From an optimization exercise on the open Yosys and OpenROAD flow, aimed at small area; shortcuts taken in it are not production practice.
Function was checked by simulation only, so behaviour that the tests miss may differ from the original.
Power figures rest on the tool's default switching activity, not on a simulated workload.

[design.v]
package fetch_pkg;
    typedef logic [32-1:0] addr_t;
    typedef enum logic {
        FETCH_IDLE,
        FETCH_WAIT
    } fetch_state_t;
    typedef enum logic [6:0] {
        OP_BRANCH = 7'b1100011,
        OP_JALR   = 7'b1100111,
        OP_JAL    = 7'b1101111
    } opcode_t;
    typedef struct packed {
        logic  valid;
        addr_t tag;
        addr_t target;
    } btb_entry_t;
endpackage
module fetch_fsm (
    input  logic             clk,
    input  logic             rst,
    input  logic             redirect_valid,
    input  fetch_pkg::addr_t redirect_pc,
    input  logic             icache_req_ready,
    input  logic             icache_resp_valid,
    input  fetch_pkg::addr_t icache_resp_data,
    input  logic             inst_ready,
    input  logic             pred_taken,
    input  fetch_pkg::addr_t pred_target,
    output logic             icache_req_valid,
    output fetch_pkg::addr_t icache_req_addr,
    output fetch_pkg::addr_t pc,
    output logic             issue,
    output fetch_pkg::addr_t issue_word,
    output logic             inst_valid,
    output fetch_pkg::addr_t inst,
    output fetch_pkg::addr_t inst_pc,
    output logic             inst_pred_taken,
    output fetch_pkg::addr_t inst_pred_target
);
    fetch_pkg::fetch_state_t state;
    logic                    waiting;
    logic                    slot_free;
    logic                    hold_load;
    logic                    hold_valid;
    fetch_pkg::addr_t        hold_data;
    assign slot_free = !inst_valid || inst_ready;
    assign waiting   = (state == fetch_pkg::FETCH_WAIT);
    assign icache_req_valid = !rst && !redirect_valid
                              && (state == fetch_pkg::FETCH_IDLE) && slot_free;
    assign icache_req_addr  = {pc[32-1:2], 2'b00};
    assign hold_load  = waiting && icache_resp_valid && !slot_free;
    assign issue      = !redirect_valid && waiting && slot_free
                        && (hold_valid || icache_resp_valid);
    assign issue_word = hold_valid ? hold_data : icache_resp_data;
    always_ff @(posedge clk) begin
        if (rst) begin
            state      <= fetch_pkg::FETCH_IDLE;
            pc         <= 32'haaaaa000;
            hold_valid <= 1'b0;
            inst_valid <= 1'b0;
        end else if (redirect_valid) begin
            state      <= fetch_pkg::FETCH_IDLE;
            pc         <= redirect_pc;
            hold_valid <= 1'b0;
            inst_valid <= 1'b0;
        end else begin
            if (icache_req_valid && icache_req_ready) begin
                state <= fetch_pkg::FETCH_WAIT;
            end
            if (hold_load) begin
                hold_valid <= 1'b1;
            end
            if (issue) begin
                state      <= fetch_pkg::FETCH_IDLE;
                pc         <= pred_target;
                hold_valid <= 1'b0;
                inst_valid <= 1'b1;
            end else if (inst_ready) begin
                inst_valid <= 1'b0;
            end
        end
    end
    always_ff @(posedge clk) begin
        if (issue) begin
            inst             <= issue_word;
            inst_pc          <= pc;
            inst_pred_taken  <= pred_taken;
            inst_pred_target <= pred_target;
        end
        if (hold_load) begin
            hold_data <= icache_resp_data;
        end
    end
endmodule
module branch_target_buffer (
    input  logic             clk,
    input  logic             rst,
    input  fetch_pkg::addr_t lookup_pc,
    input  logic             update_valid,
    input  fetch_pkg::addr_t update_pc,
    input  fetch_pkg::addr_t update_target,
    output logic             hit,
    output fetch_pkg::addr_t target
);
    localparam int IDX_W = $clog2(32);
    logic                  entry_valid  [32];
    fetch_pkg::addr_t      entry_tag    [32];
    fetch_pkg::addr_t      entry_target [32];
    logic [IDX_W-1:0]      lookup_idx;
    logic [IDX_W-1:0]      update_idx;
    assign lookup_idx = lookup_pc[IDX_W+1:2];
    assign update_idx = update_pc[IDX_W+1:2];
    assign hit    = entry_valid[lookup_idx] && (entry_tag[lookup_idx] == lookup_pc);
    assign target = entry_target[lookup_idx];
    always_ff @(posedge clk) begin
        if (rst) begin
            for (int i = 0; i < 32; i++) begin
                entry_valid[i] <= 1'b0;
            end
        end else if (update_valid) begin
            entry_valid[update_idx] <= 1'b1;
        end
    end
    always_ff @(posedge clk) begin
        if (!rst && update_valid) begin
            entry_tag[update_idx]    <= update_pc;
            entry_target[update_idx] <= update_target;
        end
    end
endmodule
module return_stack (
    input logic  clk,
    input logic  rst,
    input logic  flush,
    input  logic             ras_push,
    input  fetch_pkg::addr_t ras_push_addr,
    input  logic             ras_pop,
    output fetch_pkg::addr_t ras_top_addr,
    output logic             ras_empty
);
    localparam int PTR_W = $clog2(8);
    localparam int CNT_W = $clog2(8 + 1);
    localparam logic [PTR_W-1:0] LAST = PTR_W'(8 - 1);
    localparam logic [CNT_W-1:0] FULL = CNT_W'(8);
    fetch_pkg::addr_t stack_mem [8];
    logic [PTR_W-1:0] top_ptr;
    logic [PTR_W-1:0] next_ptr;
    logic [PTR_W-1:0] prev_ptr;
    logic [CNT_W-1:0] count;
    logic             do_push;
    logic             do_pop;
    logic             do_replace;
    assign next_ptr = (top_ptr == LAST) ? '0 : top_ptr + 1'b1;
    assign prev_ptr = (top_ptr == '0) ? LAST : top_ptr - 1'b1;
    assign ras_top_addr = stack_mem[top_ptr];
    assign ras_empty    = (count == '0);
    assign do_replace = ras_push && ras_pop && !ras_empty;
    assign do_push    = ras_push && !do_replace;
    assign do_pop     = ras_pop && !ras_push && !ras_empty;
    always_ff @(posedge clk) begin
        if (rst || flush) begin
            top_ptr <= '0;
            count   <= '0;
        end else if (do_push) begin
            top_ptr <= next_ptr;
            if (count != FULL) begin
                count <= count + 1'b1;
            end
        end else if (do_pop) begin
            top_ptr <= prev_ptr;
            count   <= count - 1'b1;
        end
    end
    always_ff @(posedge clk) begin
        if (do_push) begin
            stack_mem[next_ptr] <= ras_push_addr;
        end else if (do_replace) begin
            stack_mem[top_ptr] <= ras_push_addr;
        end
    end
endmodule
module branch_predecode (
    input  logic             issue,
    input  fetch_pkg::addr_t issue_word,
    input  fetch_pkg::addr_t pc,
    input  logic             btb_hit,
    input  fetch_pkg::addr_t btb_target,
    output logic             ras_push,
    output fetch_pkg::addr_t ras_push_addr,
    output logic             ras_pop,
    input  fetch_pkg::addr_t ras_top_addr,
    input  logic             ras_empty,
    output logic             pred_taken,
    output fetch_pkg::addr_t pred_target
);
    fetch_pkg::opcode_t opcode;
    logic               is_branch;
    logic               is_jal;
    logic               is_jalr;
    logic               is_jump;
    logic [4:0]         rd;
    logic [4:0]         rs1;
    logic               rd_link;
    logic               rs1_link;
    fetch_pkg::addr_t   b_imm;
    fetch_pkg::addr_t   j_imm;
    fetch_pkg::addr_t   pc_plus4;
    assign opcode    = fetch_pkg::opcode_t'(issue_word[6:0]);
    assign is_branch = (opcode == fetch_pkg::OP_BRANCH);
    assign is_jal    = (opcode == fetch_pkg::OP_JAL);
    assign is_jalr   = (opcode == fetch_pkg::OP_JALR);
    assign is_jump   = is_jal || is_jalr;
    assign rd  = issue_word[11:7];
    assign rs1 = issue_word[19:15];
    assign rd_link  = (rd == 5'd1) || (rd == 5'd5);
    assign rs1_link = (rs1 == 5'd1) || (rs1 == 5'd5);
    assign b_imm = {{20{issue_word[31]}}, issue_word[7], issue_word[30:25],
                    issue_word[11:8], 1'b0};
    assign j_imm = {{12{issue_word[31]}}, issue_word[19:12], issue_word[20],
                    issue_word[30:21], 1'b0};
    assign pc_plus4 = pc + 32'd4;
    assign ras_push_addr = pc_plus4;
    always_comb begin
        ras_push = 1'b0;
        ras_pop  = 1'b0;
        if (issue && is_jump) begin
            case ({rd_link, rs1_link})
                2'b01: ras_pop = 1'b1;
                2'b10: ras_push = 1'b1;
                2'b11: begin
                    ras_push = 1'b1;
                    ras_pop  = (rd != rs1);
                end
                default: ;
            endcase
        end
    end
    always_comb begin
        pred_taken  = is_jump || (is_branch && btb_hit);
        pred_target = pc_plus4;
        if (pred_taken) begin
            if (is_jalr && rs1_link && !ras_empty) begin
                pred_target = ras_top_addr;
            end else if (btb_hit) begin
                pred_target = btb_target;
            end else if (is_jal) begin
                pred_target = pc + j_imm;
            end else if (is_branch) begin
                pred_target = pc + b_imm;
            end
        end
    end
endmodule
module fetch_stage (
    input  logic             clk,
    input  logic             rst,
    input  logic             redirect_valid,
    input  fetch_pkg::addr_t redirect_pc,
    output logic             icache_req_valid,
    output fetch_pkg::addr_t icache_req_addr,
    input  logic             icache_req_ready,
    input  logic             icache_resp_valid,
    input  fetch_pkg::addr_t icache_resp_data,
    output logic             inst_valid,
    output fetch_pkg::addr_t inst,
    output fetch_pkg::addr_t inst_pc,
    output logic             inst_pred_taken,
    output fetch_pkg::addr_t inst_pred_target,
    input  logic             inst_ready,
    input  logic             btb_update_valid,
    input  fetch_pkg::addr_t btb_update_pc,
    input  fetch_pkg::addr_t btb_update_target
);
    fetch_pkg::addr_t pc;
    logic             issue;
    fetch_pkg::addr_t issue_word;
    logic             pred_taken;
    fetch_pkg::addr_t pred_target;
    logic             btb_hit;
    fetch_pkg::addr_t btb_target;
    logic             ras_push;
    fetch_pkg::addr_t ras_push_addr;
    logic             ras_pop;
    fetch_pkg::addr_t ras_top_addr;
    logic             ras_empty;
    fetch_fsm fetch_fsm_inst (
        .clk              (clk),
        .rst              (rst),
        .redirect_valid   (redirect_valid),
        .redirect_pc      (redirect_pc),
        .icache_req_ready (icache_req_ready),
        .icache_resp_valid(icache_resp_valid),
        .icache_resp_data (icache_resp_data),
        .inst_ready       (inst_ready),
        .pred_taken       (pred_taken),
        .pred_target      (pred_target),
        .icache_req_valid (icache_req_valid),
        .icache_req_addr  (icache_req_addr),
        .pc               (pc),
        .issue            (issue),
        .issue_word       (issue_word),
        .inst_valid       (inst_valid),
        .inst             (inst),
        .inst_pc          (inst_pc),
        .inst_pred_taken  (inst_pred_taken),
        .inst_pred_target (inst_pred_target)
    );
    branch_target_buffer branch_target_buffer_inst (
        .clk          (clk),
        .rst          (rst),
        .lookup_pc    (pc),
        .update_valid (btb_update_valid),
        .update_pc    (btb_update_pc),
        .update_target(btb_update_target),
        .hit          (btb_hit),
        .target       (btb_target)
    );
    return_stack return_stack_inst (
        .clk  (clk),
        .rst  (rst),
        .flush(redirect_valid),
        .ras_push     (ras_push),
        .ras_push_addr(ras_push_addr),
        .ras_pop      (ras_pop),
        .ras_top_addr (ras_top_addr),
        .ras_empty    (ras_empty)
    );
    branch_predecode branch_predecode_inst (
        .issue      (issue),
        .issue_word (issue_word),
        .pc         (pc),
        .btb_hit    (btb_hit),
        .btb_target (btb_target),
        .ras_push     (ras_push),
        .ras_push_addr(ras_push_addr),
        .ras_pop      (ras_pop),
        .ras_top_addr (ras_top_addr),
        .ras_empty    (ras_empty),
        .pred_taken (pred_taken),
        .pred_target(pred_target)
    );
endmodule
[run.sh]
#!/bin/bash
# synth_recipe.tcl (not shown) runs the flow's synth.tcl, then flattens the netlist and writes it again
# the make line also repeats each setting of config.mk as NAME=value (left out here)
make -C /OpenROAD-flow-scripts/flow DESIGN_CONFIG=/design/flow/config.mk WORK_HOME=/design/flow/orfs CLKGATE_MAP_FILE= SYNTH_SCRIPT=/design/flow/synth_recipe.tcl finish
[config.mk]
export PLATFORM = sky130hd
export DESIGN_NAME = fetch_stage
export DESIGN_NICKNAME = fetch_stage
export VERILOG_FILES = /design/flow/design.v
export SDC_FILE = /design/flow/constraint.sdc
export NUM_CORES = 4
export LEC_CHECK = 0
export CAP_MARGIN = 20
export CORE_MARGIN = 2
export CORE_UTILIZATION = 40
export SLEW_MARGIN = 20
[constraint.sdc]
create_clock -name core_clock -period 6.0 [get_ports {clk}]
set_input_delay 1.2000 -clock core_clock [delete_from_list [all_inputs] [get_ports {clk}]]
set_output_delay 1.2000 -clock core_clock [all_outputs]
set_load 0.01 [all_outputs]
==> flow_summary.yaml <==
grt:
  grt_pass1_vias: 53735
  grt.overflow.total: 0
  track_usage_pct: 22.6
  grt_pass1_wl_um: 413000
  antenna_found_initial: 23
  grt_max_degree: 93
finish:
  nNetsFinal: 5645
  n_fill_cell: 20682
  layout.cells.non_filler: 8993
  syn_to_final_growth_pct: 16.9
  drive_above_1_share_pct: 25.0
setup_path:
  worstSetupPathType: "flip-flop to flip-flop"
  end_kind: "flip-flop"
  cp_cell_sequence: "or3_1 -> o22ai_1 -> nor4_1 -> xnor2_1 -> nand2_1 -> nor4b_1 -> nand4_1 -> buf_4 -> nor3_4 -> buf_12 -> a21oi_4 -> inv_2 -> nand2_1 -> o221ai_1 -> buf_4"
  cp.required_ns: 6.82
  critPathMaxFanout: 21
  rrSetupSlack_ns: 0.35
  cpPeakStageDelay_ns: 1.03
  slowest_stage: "nor4_1"
  crit_path_start_kind: "flip-flop"
  arrival_ns: 6.47
power:
  p_int_w: 0.0297
  p_seq_share_pct: 51.5
  pwr-share-comb_pct: 6.3
  sw_frac_of_total_pct: 21.7
  power_density_nw_per_um2: 322
  peakVddDrop_uv: 316
  p_sw_w: 0.00822
  power.share.clock_pct: 42.2
  p_leak_nw: 36.7
sta:
  fmax_mhz: 177
  fin_crit_sh_pct: 94.2
  period_needed_ns: 5.65
  maxSlewViolCount: 0
  setup_viol_count_final: 0
  tightest_slew_ns: 1.20
  rsz0062_at_grt: "no"
  timing_hold_violations_final: 0
  skew_ns: 0.0966
  fin_tns_setup_ns: 0
  relSlewSlack_pct: 19.3
route:
  routed_wirelength_um: 293000
  drt_iter0_markers: 6860
  ant_nets: 0
  wl_per_cell_um: 32.6
  dr_total_vias: 53479
  drc_errors: 0
  viasPerCell: 5.95
  dr.pass1.iters: 6
placed_design:
  place_inst: 8522
  dpl.hpwl_um: 178000
  port_buffers: 263
  gp_congestion: 0.954
die:
  rows: 184
  core_area_um2: 251000
  design.die.area_um2: 256000
  die_w_um: 506
  ioPinCount: 266
  initial_core_util_pct: 40.2
  die_h_um: 506
cts:
  cts_buffers: 281
  cts_setup_buffers: 0
  ctsLongestPathBuffers: 4
  cts_resized: 0
  cts_num_sinks: 2515
  clkTransAtPathRegs_ns: 0.06
  clock_latency_ns: 0.94
  cts_hold_buf: 0
  cts_root_buffer: "clkbuf_16"
  htreeDepth: 5
  cts_tree: "done"
logic_synthesis:
  netlist_instances: 4944
  synth.distinct_cells: 88
  synth_warnings: 4
  syn_avg_cell_area_um2: 20.4
  synth_area_leader_cell: "edfxtp_1"
  ys.flop_type: "edfxtp_1"
  ys_top_cells_by_area: "edfxtp_1, mux4_2, dfxtp_1"
  synth_edf_count: 2433
  ys_seq_area_share_pct: 74.1
  synth-seq-cells: 2515
  yosysMostFrequentCell: "edfxtp_1"
  synth-async-reset-ratio_pct: 0
  synth_top_area_share_pct: 72.5
  netlist_area_um2: 101000
  synth_commonest_cells: "edfxtp_1, mux4_2, mux2i_1, nor2_1, nand2_1"
worst_hold_path:
  hold_path_class: "flip-flop to flip-flop"
job:
  cap_violations: 0
run_status:
  status: "finished clean"
metrics by stage:
stage	area (um^2)	util [%]	hold slack (ns)	setup slack, ns	power [W]
6_report	118000	46.9	0.449	0.349	0.0379
5_1_grt	118000	46.9	0.471	0.196	0.0390
4_1_cts	118000	46.9	0.453	0.466	0.0382
3_5_place_dp	109000	43.6	0.438	0.406	0.0223
3_3_place_gp	109000	43.6	0.427	0.435	0.0222
2_1_floorplan	101000	-	0.421	0.564	0.0211
logic make-up after synthesis:
family / count (synthesis) / synth area share, %
muxes: 825 / 16.1
buffers and inverters: 342 / 1.63
DFF: 2515 / 74.1
xor gates and xnor gates: 91 / 0.791
and+or+nand+nor: 556 / 2.79
AOI/OAI and AO/OA: 561 / 3.84
other: 1 / 0.00372
adders and majority gates: 53 / 0.680
power groups by stage:
stage,Clock (W),Combinational (W),Sequential [W]
6_report,0.0160,0.00238,0.0195
5_1_grt,0.0169,0.00252,0.0195
3_5_place_dp,0,0.00238,0.0199
4_1_cts,0.0163,0.00239,0.0195
2_1_floorplan,0,0.00133,0.0198
3_3_place_gp,0,0.00236,0.0199
flip-flops by register name (all words and copies together) (netlist names), 32 cells and up, named ones only:
signal and flops:
branch_target_buffer_inst.entry_tag 1024, branch_target_buffer_inst.entry_target 1024, return_stack_inst.stack_mem 256, branch_target_buffer_inst.entry_valid 32, fetch_fsm_inst.hold_data 32, fetch_fsm_inst.inst 32, fetch_fsm_inst.inst_pc 32, fetch_fsm_inst.inst_pred_target 32
fetch_fsm_inst.pc 32
final timing paths:
kind                                                           startpoint                                         to  depth (start not counted)
worst max-delay path                                            flip-flop                                  flip-flop                         15
worst min-delay path            branch_target_buffer_inst.entry_valid[13]  branch_target_buffer_inst.entry_valid[13]                          1
worst max register to register                                  flip-flop                                  flip-flop                         15
worst min register to register  branch_target_buffer_inst.entry_valid[13]  branch_target_buffer_inst.entry_valid[13]                          1
worst max-delay path: cells and delay by family (launching register included):
family / cells / cell delay [ns]
DFF: 1 / 0.89
AOI/OAI and AO/OA: 3 / 0.71
buffers and inverters: 4 / 0.84
xor gates and xnor gates: 1 / 0.20
and+or+nand+nor: 7 / 2.77
routing by layer:
| layer | routed length (um) | part of all wire, % | track usage (%) |
|---|---|---|---|
| met1 | 122000 | 42 | 32.2 |
| met2 | 138000 | 47 | 35.7 |
| met3 | 24600 | 8.4 | 4.52 |
| met4 | 7850 | 2.7 | 6.15 |
| met5 | 84 | 0.029 | 0 |
cell usage in the layout (no fill, tap or decap), drive strengths merged, types with 18 or more instances in the layout:
cell type      instances
nor3                  39
mux2                  49
o211ai                21
nand2                131
nand3                 62
clkdlybuf4s50        246
mux2i                142
mux4                 634
edfxtp              2433
nor4                  27
dfxtp                 82
buf                  283
a31oi                 31
xor2                  39
clkbuf               352
inv                   50
o22ai                 49
o21ai                 96
xnor2                 52
nand4                 29
a21oi                 81
a211oi                33
a22oi                 54
nor2b                 18
a21o                  61
nor2                 139
clkinv                89
o221ai                21
ha                    50
cell type report:
| cell class | count | area, um^2 | share of cell area [%] |
|---|---|---|---|
| clock inverters | 116 | 977 | 0.830 |
| clock buffers | 351 | 7400 | 6.28 |
| multi-input cells | 2088 | 24800 | 21.1 |
| inverters | 41 | 161 | 0.137 |
| flip-flops and latches | 2515 | 74700 | 63.5 |
| well taps | 3348 | 4190 | 3.56 |
| repair buffers | 530 | 5490 | 4.66 |
| diodes | 4 | 10.0 | 0.00850 |

-- port drivers added, routing unchanged --
The flow's constraints put no driver on any port. The routed layout listed below was extracted and timed again, unchanged, in two steps.
Step 1 (the two cells are an assumption about what drives the block):
set clk [get_ports {clk}]
set_driving_cell -lib_cell sky130_fd_sc_hd__clkbuf_16 $clk
set_driving_cell -lib_cell sky130_fd_sc_hd__buf_2 [delete_from_list [all_inputs] $clk]
Step 2 adds t to the input delays and takes it off the output delays; t is the mean of the earliest and latest rising clock arrival at the registers after step 1. Input paths then give back, and output paths get back, about the clock's delay inside the block.
Slacks: ideal ports / drivers / drivers and shift; pairs: ideal ports / drivers.
shift t [ns]: 1.004
slack for setup (ns): 0.349 / 0.349 / 0.250
latest minus earliest clock arrival (ns): 0.117 / 0.117
After both steps setup and hold are still met in this run. The setup slack of this run moves by 0.000 ns with the drivers and by -0.099 ns with both steps.
